What follows belongs to an exercise in optimizing a design on an open flow for a short achievable clock period and few clock cycles; a production flow would make more cautious choices.
The RTL was checked by simulation tests, not by an equivalence proof against the original design.
Power and IR drop assume default switching activity.

job 101:
## cpuTop
module cpuTop #(
	parameter int dataMemDepth = 256                
) (
	input  logic         clk,
	input  logic         arstN,
	input  cpuPkg::wordT instr,                     
	input  cpuPkg::wordT nextByte,                  
	input  cpuPkg::wordT inPort,
	output cpuPkg::wordT pc,
	output cpuPkg::wordT outPort,
	output logic         outEn
);
Size: ~6100 cells after synthesis, ~2400 flip-flops, about 43 I/O pins.
==> flow/config.mk <==
export PLATFORM = sky130hd
export DESIGN_NAME = cpuTop
export DESIGN_NICKNAME = cpuTop
export VERILOG_FILES = /design/flow/design.v
export SDC_FILE = /design/flow/constraint.sdc
export NUM_CORES = 4
export LEC_CHECK = 0
export CAP_MARGIN = 20
export CORE_MARGIN = 2
export CORE_UTILIZATION = 28
export SETUP_SLACK_MARGIN = 2.0
export SLEW_MARGIN = 20
==> flow/constraint.sdc <==
create_clock -name core_clock -period 4.4 [get_ports {clk}]
set_input_delay 0.8800 -clock core_clock [delete_from_list [all_inputs] [get_ports {clk}]]
set_output_delay 0.8800 -clock core_clock [all_outputs]
set_load 0.01 [all_outputs]
run.sh (not shown) runs the stock make flow with config.mk's settings and CLKGATE_MAP_FILE= SYNTH_SCRIPT=/design/flow/synth_recipe.tcl, a recipe that flattens the netlist after the stock synthesis.
Testbench counts of job 101, summed over its fixed seeds: cycles 16,691.
Here is what was changed in the inputs of job 102 compared with job 101.
--- a/flow/design.v
+++ b/flow/design.v
@@ -46,13 +46,14 @@
 	output logic         m1OutV,                    
 	output logic [27:0]  m1WrA, m1WrB,              
 	output logic [3:0]   m1Hold,                    
 	output cpuPkg::wordT m1KA, m1KB,                
 	output logic         m1StV,
 	output logic [3:0]   m1StSel,                   
-	output logic [15:0]  m1Lo, m1Hi                 
+	output logic [15:0]  m1Lo, m1Hi,                
+	output logic         m1Hit                      
 );
 	cpuPkg::decT d0, d1, dL, dA, dB;
 	decodeStage uDec0 (.ins(instr),    .d(d0));
 	decodeStage uDec1 (.ins(nextByte), .d(d1));
 	function automatic logic ok(input cpuPkg::decT a, input cpuPkg::decT b);
 		ok = ~|(a.we & b.rd) && !(a.mem && b.mem) && !(a.out && b.out) &&
@@ -123,12 +124,15 @@
 		rFnA  <= dA.fn;
 		rFnB  <= dB.fn;
 		rStA  <= dA.st;
 		rStB  <= dB.st;
 		rOutB <= dB.out;
 	end
+	logic [15:0] nLo, nHi;
+	assign nLo = immIn0 ? (16'b1 << instr[3:0]) : (16'b1 << nextByte[3:0]);
+	assign nHi = immIn0 ? (16'b1 << instr[7:4]) : (16'b1 << nextByte[7:4]);
 	always_comb begin
 		for (int i = 0; i < 4; i++) begin
 			m1WrA[7*i +: 7] = (rVA && rWeA[i] && !(rVB && rWeB[i])) ? rFnA : 7'b0;
 			m1WrB[7*i +: 7] = (rVB && rWeB[i]) ? rFnB : 7'b0;
 		end
 		m1Hold = ~((rVA ? rWeA : 4'b0) | (rVB ? rWeB : 4'b0));
@@ -145,14 +149,15 @@
 		m1SelY    <= |dA.fn[1:0] ? dA.selB : dB.selB;
 		m1SelOut  <= dA.out ? dA.selB : dB.selB;
 		rOutA     <= dA.out;
 		m1StSel   <= dA.st ? dA.selB : dB.selB;
 		m1KA      <= dA.isIn ? inPort : immA;
 		m1KB      <= dB.isIn ? inPort : nextByte;   
-		m1Lo      <= immIn0 ? (16'b1 << instr[3:0]) : (16'b1 << nextByte[3:0]);
-		m1Hi      <= immIn0 ? (16'b1 << instr[7:4]) : (16'b1 << nextByte[7:4]);
+		m1Lo      <= nLo;
+		m1Hi      <= nHi;
+		m1Hit     <= m1StV && |(m1Lo & nLo) && |(m1Hi & nHi);
 	end
 endmodule
 module regFile (
 	input  logic         clk,
 	input  logic         arstN,
 	input  logic [31:0]  wdata,                     
@@ -298,24 +303,23 @@
 module memoryStage (
 	input  logic         clk,
 	input  logic         we,                        
 	input  logic [15:0]  wlo, whi,                  
 	input  cpuPkg::wordT wdata,
 	input  logic [15:0]  rlo, rhi,                  
+	input  logic         hit,                       
 	output cpuPkg::wordT rdata                      
 );
 	cpuPkg::wordT dataMem [256];
 	always_ff @(posedge clk) begin
 		for (int i = 0; i < 256; i++) begin
 			if (we && whi[i / 16] && wlo[i % 16]) dataMem[i] <= wdata;
 		end
 	end
 	cpuPkg::wordT qtr [4];
 	cpuPkg::wordT fwdQ;                             
-	logic         hit;
-	assign hit = we && |(wlo & rlo) && |(whi & rhi);
 	always_ff @(posedge clk) begin
 		for (int q = 0; q < 4; q++) begin
 			cpuPkg::wordT g;
 			g = '0;
 			for (int i = 64*q; i < 64*q + 64; i++) begin
 				g = g | ({8{rhi[i / 16] & rlo[i % 16]}} & dataMem[i]);
@@ -337,13 +341,13 @@
 	output cpuPkg::wordT pc,
 	output cpuPkg::wordT outPort,
 	output logic         outEn
 );
 	logic [3:0]   m1SelAA, m1SelBA, m1SelAB, m1SelBB, m1Hold, m1StSel;
 	logic [3:0]   m1SelX, m1SelY, m1SelOut;
-	logic         m1OutV, m1StV, exStV;
+	logic         m1OutV, m1StV, exStV, m1Hit;
 	logic [27:0]  m1WrA, m1WrB;
 	cpuPkg::wordT m1KA, m1KB, stData, ldData;
 	logic [15:0]  m1Lo, m1Hi, exLo, exHi;
 	logic [31:0]  regs, wdata;
 	fetchStage uFetch (
 		.clk      (clk),
@@ -365,13 +369,14 @@
 		.m1Hold   (m1Hold),
 		.m1KA     (m1KA),
 		.m1KB     (m1KB),
 		.m1StV    (m1StV),
 		.m1StSel  (m1StSel),
 		.m1Lo     (m1Lo),
-		.m1Hi     (m1Hi)
+		.m1Hi     (m1Hi),
+		.m1Hit    (m1Hit)
 	);
 	regFile uRegFile (
 		.clk   (clk),
 		.arstN (arstN),
 		.wdata (wdata),
 		.regs  (regs)
@@ -411,9 +416,10 @@
 		.we    (exStV),
 		.wlo   (exLo),
 		.whi   (exHi),
 		.wdata (stData),
 		.rlo   (m1Lo),
 		.rhi   (m1Hi),
+		.hit   (m1Hit),
 		.rdata (ldData)
 	);
 endmodule
Notes after the runs:
Total power consumption of the routed design, job 102 vs job 101: down by a few percent. On depth of the critical timing path with buffers and inverters included, the lower figure sits with job 101, not job 102. [compare] base=job 101 new=job 102: final non-filler cell area higher; count of buffer and inverter cells on the critical path went down. Between job 101 and job 102, the area fraction of clock buffers and clock inverters is higher for job 101. Area taken by multi-input logic gates, job 101 and job 102: larger value in job 102.
Testbench counts of job 102, summed over its fixed seeds: cycles 16,691.

the reference run:
Starting RTL as in the previous note.
clock: 4.4 ns
lec_check: 0
cap_margin: 20
core_margin: 2
core_utilization: 28
setup_slack_margin: 2.3
slew_margin: 20
Testbench counts of the reference run, summed over its fixed seeds: cycles 16,691.
Changes in the trial run relative to the reference run:
-- flow/design.v --
<<< the reference run, line 50
	output logic         m1StV,
	output logic [3:0]   m1StSel,                   
	output logic [15:0]  m1Lo, m1Hi                 
);
	cpuPkg::decT d0, d1, dL, dA, dB;
>>> the trial run, line 50
	output logic         m1StV,
	output logic [3:0]   m1StSel,                   
	output logic [15:0]  m1Lo, m1Hi,                
	output logic         m1Hit                      
);
	cpuPkg::decT d0, d1, dL, dA, dB;
<<< the reference run, line 127
		rOutB <= dB.out;
	end
	always_comb begin
		for (int i = 0; i < 4; i++) begin
>>> the trial run, line 128
		rOutB <= dB.out;
	end
	logic [15:0] nLo, nHi;
	assign nLo = immIn0 ? (16'b1 << instr[3:0]) : (16'b1 << nextByte[3:0]);
	assign nHi = immIn0 ? (16'b1 << instr[7:4]) : (16'b1 << nextByte[7:4]);
	always_comb begin
		for (int i = 0; i < 4; i++) begin
<<< the reference run, line 149
		m1KA      <= dA.isIn ? inPort : immA;
		m1KB      <= dB.isIn ? inPort : nextByte;   
		m1Lo      <= immIn0 ? (16'b1 << instr[3:0]) : (16'b1 << nextByte[3:0]);
		m1Hi      <= immIn0 ? (16'b1 << instr[7:4]) : (16'b1 << nextByte[7:4]);
	end
endmodule
>>> the trial run, line 153
		m1KA      <= dA.isIn ? inPort : immA;
		m1KB      <= dB.isIn ? inPort : nextByte;   
		m1Lo      <= nLo;
		m1Hi      <= nHi;
		m1Hit     <= m1StV && |(m1Lo & nLo) && |(m1Hi & nHi);
	end
endmodule
<<< the reference run, line 302
	input  cpuPkg::wordT wdata,
	input  logic [15:0]  rlo, rhi,                  
	output cpuPkg::wordT rdata                      
);
>>> the trial run, line 307
	input  cpuPkg::wordT wdata,
	input  logic [15:0]  rlo, rhi,                  
	input  logic         hit,                       
	output cpuPkg::wordT rdata                      
);
<<< the reference run, line 310
		end
	end
	cpuPkg::wordT qtr [4];
	cpuPkg::wordT fwdQ;                             
	logic         hit;
	assign hit = we && |(wlo & rlo) && |(whi & rhi);
	always_ff @(posedge clk) begin
		for (int q = 0; q < 4; q++) begin
			cpuPkg::wordT g;
			g = '0;
			for (int i = 64*q; i < 64*q + 64; i++) begin
				g = g | ({8{rhi[i / 16] & rlo[i % 16]}} & dataMem[i]);
			end
>>> the trial run, line 316
		end
	end
	cpuPkg::wordT qtr [16];
	cpuPkg::wordT fwdQ;                             
	always_ff @(posedge clk) begin
		for (int q = 0; q < 16; q++) begin
			cpuPkg::wordT g;
			g = '0;
			for (int i = 16*q; i < 16*q + 16; i++) begin
				g = g | ({8{rhi[i / 16] & rlo[i % 16]}} & dataMem[i]);
			end
<<< the reference run, line 325
		fwdQ <= hit ? wdata : '0;
	end
	assign rdata = qtr[0] | qtr[1] | qtr[2] | qtr[3] | fwdQ;
endmodule
module cpuTop #(
>>> the trial run, line 329
		fwdQ <= hit ? wdata : '0;
	end
	always_comb begin
		rdata = fwdQ;
		for (int q = 0; q < 16; q++) rdata = rdata | qtr[q];
	end
endmodule
module cpuTop #(
<<< the reference run, line 341
	logic [3:0]   m1SelAA, m1SelBA, m1SelAB, m1SelBB, m1Hold, m1StSel;
	logic [3:0]   m1SelX, m1SelY, m1SelOut;
	logic         m1OutV, m1StV, exStV;
	logic [27:0]  m1WrA, m1WrB;
	cpuPkg::wordT m1KA, m1KB, stData, ldData;
>>> the trial run, line 348
	logic [3:0]   m1SelAA, m1SelBA, m1SelAB, m1SelBB, m1Hold, m1StSel;
	logic [3:0]   m1SelX, m1SelY, m1SelOut;
	logic         m1OutV, m1StV, exStV, m1Hit;
	logic [27:0]  m1WrA, m1WrB;
	cpuPkg::wordT m1KA, m1KB, stData, ldData;
<<< the reference run, line 369
		.m1StSel  (m1StSel),
		.m1Lo     (m1Lo),
		.m1Hi     (m1Hi)
	);
	regFile uRegFile (
>>> the trial run, line 376
		.m1StSel  (m1StSel),
		.m1Lo     (m1Lo),
		.m1Hi     (m1Hi),
		.m1Hit    (m1Hit)
	);
	regFile uRegFile (
<<< the reference run, line 415
		.rlo   (m1Lo),
		.rhi   (m1Hi),
		.rdata (ldData)
	);
>>> the trial run, line 423
		.rlo   (m1Lo),
		.rhi   (m1Hi),
		.hit   (m1Hit),
		.rdata (ldData)
	);
## What came out
Final cell count sits lower in the trial run than in the reference run.
Between the reference run and the trial run, the flow reports TritonCTS sink count increasing by a few percent.
In terms of post-synthesis adder-cell area fraction, the reference run and the trial run differ only marginally.
Compared with the reference run, the trial run shows a sequential power that is about 1% higher.
Diff the trial run and the reference run: mean cell area of the mapped netlist lower in the reference run
The reference run -> the trial run: post-detailed-route via-to-cell ratio decreased by a few percent
From the trial run to the reference run, remaining antenna violation count after routing did not move at all.
Testbench counts of the trial run, summed over its fixed seeds: cycles 16,691.

JK:
Another version of the RTL of cpuTop (not shown whole).
Size in the first run: ~2,500 flip-flops.
==> module executeStage, before the edit <==
module executeStage (
	input  logic         clk,
	input  logic         arstN,
	input  logic [31:0]  regs,                      
	input  logic [3:0]   m1SelAA, m1SelBA,          
	input  logic [3:0]   m1SelAB, m1SelBB,          
	input  logic [3:0]   m1SelX, m1SelY,            
	input  logic [3:0]   m1SelOut,                  
	input  logic         m1OutV,                    
	input  logic [27:0]  m1WrA, m1WrB,              
	input  logic [3:0]   m1Hold,                    
	input  cpuPkg::wordT m1KA, m1KB,                
	input  logic         m1StV,
	input  logic [3:0]   m1StSel,
	input  logic [15:0]  m1Lo, m1Hi,
	input  cpuPkg::wordT ldData,                    
	output logic         exStV,                     
	output logic [15:0]  exLo, exHi,
	output cpuPkg::wordT stData,                    
	output logic [31:0]  wdata,                     
	output cpuPkg::wordT outPort,
	output logic         outEn
);
	logic [3:0]   hold;
	cpuPkg::wordT kA, kB;
	always_ff @(posedge clk or negedge arstN) begin
		if (!arstN) begin
			hold  <= '1;
			exStV <= 1'b0;
		end else begin
			hold  <= m1Hold;
			exStV <= m1StV;
		end
	end
	always_ff @(posedge clk) begin
		kA     <= m1KA;
		kB     <= m1KB;
		exLo   <= m1Lo;
		exHi   <= m1Hi;
	end
	cpuPkg::wordT aA, bA, aB, bB;                   
	cpuPkg::wordT x, y;                             
	logic [3:0] colSum, colDiff, colLA, colLB, colLd;
	logic [5:2] fnA, fnB;                           
	logic [5:2] m1FnA, m1FnB;
	logic [3:0] m1ColSum, m1ColDiff, m1ColLA, m1ColLB, m1ColLd;
	always_comb begin
		m1FnA = '0;
		m1FnB = '0;
		for (int i = 0; i < 4; i++) begin
			m1ColSum[i]  = m1WrA[7*i + 0] | m1WrB[7*i + 0];
			m1ColDiff[i] = m1WrA[7*i + 1] | m1WrB[7*i + 1];
			m1ColLA[i]   = |m1WrA[7*i + 2 +: 4];
			m1ColLB[i]   = |m1WrB[7*i + 2 +: 4];
			m1ColLd[i]   = m1WrA[7*i + 6] | m1WrB[7*i + 6];
			m1FnA = m1FnA | m1WrA[7*i + 2 +: 4];
			m1FnB = m1FnB | m1WrB[7*i + 2 +: 4];
		end
	end
	always_ff @(posedge clk or negedge arstN) begin
		if (!arstN) begin
			colSum  <= '0;
			colDiff <= '0;
			colLA   <= '0;
			colLB   <= '0;
			colLd   <= '0;
		end else begin
			colSum  <= m1ColSum;
			colDiff <= m1ColDiff;
			colLA   <= m1ColLA;
			colLB   <= m1ColLB;
			colLd   <= m1ColLd;
		end
	end
	always_ff @(posedge clk) begin
		fnA <= m1FnA;
		fnB <= m1FnB;
	end
	cpuPkg::wordT sum, diff, lresA, lresB;
	assign sum   = x + y;                           
	assign diff  = x - y;                           
	assign lresA = ({8{fnA[2]}} & (aA & bA)) | ({8{fnA[3]}} & (aA | bA)) |
	               ({8{fnA[4]}} & bA) | ({8{fnA[5]}} & kA);
	assign lresB = ({8{fnB[2]}} & (aB & bB)) | ({8{fnB[3]}} & (aB | bB)) |
	               ({8{fnB[4]}} & bB) | ({8{fnB[5]}} & kB);
	function automatic logic [7:0] after(input logic [3:0] sel);
		logic [7:0] v;
		v = ({8{|(sel & colSum)}} & sum) | ({8{|(sel & colDiff)}} & diff) |
		    ({8{|(sel & colLA)}} & lresA) | ({8{|(sel & colLB)}} & lresB) |
		    ({8{|(sel & colLd)}} & ldData);
		for (int i = 0; i < 4; i++) v = v | ({8{sel[i] & hold[i]}} & regs[8*i +: 8]);
		after = v;
	endfunction
	always_comb begin
		for (int i = 0; i < 4; i++) wdata[8*i +: 8] = after(4'b1 << i);
	end
	always_ff @(posedge clk) begin
		aA <= after(m1SelAA);
		bA <= after(m1SelBA);
		aB <= after(m1SelAB);
		bB <= after(m1SelBB);
		x  <= after(m1SelX);
		y  <= after(m1SelY);
		stData <= after(m1StSel);
	end
	always_ff @(posedge clk or negedge arstN) begin
		if (!arstN) begin
			outEn   <= 1'b0;
			outPort <= '0;
		end else begin
			outEn   <= m1OutV;
			outPort <= after(m1SelOut);
		end
	end
endmodule
==> module memoryStage, before the edit <==
module memoryStage (
	input  logic         clk,
	input  logic         we,                        
	input  logic [15:0]  wlo, whi,                  
	input  cpuPkg::wordT wdata,
	input  logic [15:0]  rlo, rhi,                  
	input  logic         hit,                       
	output cpuPkg::wordT rdata                      
);
	cpuPkg::wordT dataMem [256];
	always_ff @(posedge clk) begin
		for (int i = 0; i < 256; i++) begin
			if (we && whi[i / 16] && wlo[i % 16]) dataMem[i] <= wdata;
		end
	end
	cpuPkg::wordT qtr [16];
	cpuPkg::wordT fwdQ;                             
	always_ff @(posedge clk) begin
		for (int q = 0; q < 16; q++) begin
			cpuPkg::wordT g;
			g = '0;
			for (int i = 16*q; i < 16*q + 16; i++) begin
				g = g | ({8{rhi[i / 16] & rlo[i % 16]}} & dataMem[i]);
			end
			qtr[q] <= hit ? '0 : g;
		end
		fwdQ <= hit ? wdata : '0;
	end
	always_comb begin
		rdata = fwdQ;
		for (int q = 0; q < 16; q++) rdata = rdata | qtr[q];
	end
endmodule
clock: 4.4 ns
lec_check: 0
cap_margin: 20
core_margin: 2
core_utilization: 28
setup_slack_margin: 2.3
slew_margin: 20
Testbench counts of JK, summed over its fixed seeds: cycles 16,691.
Input changes introduced in MS (baseline for comparison: JK):
--- a/flow/design.v
+++ b/flow/design.v
@@ -212,14 +212,14 @@
 	input  logic [15:0]  m1Lo, m1Hi,
 	input  cpuPkg::wordT ldData,                    
 	output logic         exStV,                     
 	output logic [15:0]  exLo, exHi,
-	output cpuPkg::wordT stData,                    
+	output cpuPkg::wordT stData,
 	output logic [31:0]  wdata,                     
 	output cpuPkg::wordT outPort,
 	output logic         outEn
 );
-	logic [3:0]   hold;
+	logic [3:0]   hold, stSel;
 	cpuPkg::wordT kA, kB;
 	always_ff @(posedge clk or negedge arstN) begin
 		if (!arstN) begin
 			hold  <= '1;
@@ -231,8 +231,9 @@
 	end
 	always_ff @(posedge clk) begin
 		kA     <= m1KA;
 		kB     <= m1KB;
+		stSel  <= m1StSel;
 		exLo   <= m1Lo;
 		exHi   <= m1Hi;
 	end
 	cpuPkg::wordT aA, bA, aB, bB;                   
@@ -288,8 +289,14 @@
 		for (int i = 0; i < 4; i++) v = v | ({8{sel[i] & hold[i]}} & regs[8*i +: 8]);
 		after = v;
 	endfunction
 	always_comb begin
+		stData = '0;
+		for (int i = 0; i < 4; i++) begin
+			stData = stData | ({8{stSel[i]}} & regs[8*i +: 8]);
+		end
+	end
+	always_comb begin
 		for (int i = 0; i < 4; i++) wdata[8*i +: 8] = after(4'b1 << i);
 	end
 	always_ff @(posedge clk) begin
 		aA <= after(m1SelAA);
@@ -297,9 +304,8 @@
 		aB <= after(m1SelAB);
 		bB <= after(m1SelBB);
 		x  <= after(m1SelX);
 		y  <= after(m1SelY);
-		stData <= after(m1StSel);
 	end
 	always_ff @(posedge clk or negedge arstN) begin
 		if (!arstN) begin
 			outEn   <= 1'b0;
@@ -324,24 +330,24 @@
 		for (int i = 0; i < 256; i++) begin
 			if (we && whi[i / 16] && wlo[i % 16]) dataMem[i] <= wdata;
 		end
 	end
-	cpuPkg::wordT qtr [16];
+	cpuPkg::wordT qtr [8];
 	cpuPkg::wordT fwdQ;                             
 	always_ff @(posedge clk) begin
-		for (int q = 0; q < 16; q++) begin
+		for (int q = 0; q < 8; q++) begin
 			cpuPkg::wordT g;
 			g = '0;
-			for (int i = 16*q; i < 16*q + 16; i++) begin
+			for (int i = 32*q; i < 32*q + 32; i++) begin
 				g = g | ({8{rhi[i / 16] & rlo[i % 16]}} & dataMem[i]);
 			end
 			qtr[q] <= hit ? '0 : g;
 		end
 		fwdQ <= hit ? wdata : '0;
 	end
 	always_comb begin
 		rdata = fwdQ;
-		for (int q = 0; q < 16; q++) rdata = rdata | qtr[q];
+		for (int q = 0; q < 8; q++) rdata = rdata | qtr[q];
 	end
 endmodule
 module cpuTop #(
 	parameter int dataMemDepth = 256                
Results
Reported for MS and JK, number of hold buffers added after CTS turned out identical to the last digit. Re number of top-level pins: no difference whatsoever between JK and MS. Lower non-clock buffer contribution to total cell area among MS and JK: JK. JK → MS: overall power fell by 0.0029 W; power of the sequential group fell by about 4%; global-route usage rose by 1.4 points; sequential share of cell area fell by 0.83 points; multi-input gate count rose by about 6%. Row met1 layer usage reported by global route: MS higher / JK lower. MS ended with more final core utilization than JK.
Testbench counts of MS, summed over its fixed seeds: cycles 16,691.

re-timing with driven ports:
In the flow no input, the clock included, has a driving cell. The finished layouts below were timed again as built, in two steps. Step 1 sets driving cells, clkbuf_16 on the clock port and buf_2 on the other inputs (assumed; they add their load-dependent delay and slew). Step 2 adds t to the input delays and takes it off the output delays; t is the mean of the earliest and latest rising clock arrival at the registers after step 1. Input paths then give back, and output paths get back, about the clock's delay inside the block. Three values: ideal ports, drivers, drivers and shift; two values: the first two.
run | t (ns) | slack for setup (ns) | worst data-port slew with drivers (ns)
job 101 | 0.999 | 1.884 / 1.884 / 1.122 | 0.04
job 102 | 1.002 | 1.709 / 1.709 / 1.065 | 0.04
the reference run | 0.989 | 1.938 / 1.938 / 1.394 | 0.04
the trial run | 0.986 | 1.738 / 1.738 / 1.393 | 0.09
JK | 0.950 | 1.694 / 1.694 / 1.137 | 0.04
MS | 0.974 | 1.991 / 1.914 / 1.361 | 0.05
After both steps every run listed still meets setup and hold. For job 101, which loses most, drivers alone change the setup slack by 0.000 ns; drivers and shift together by -0.762 ns.
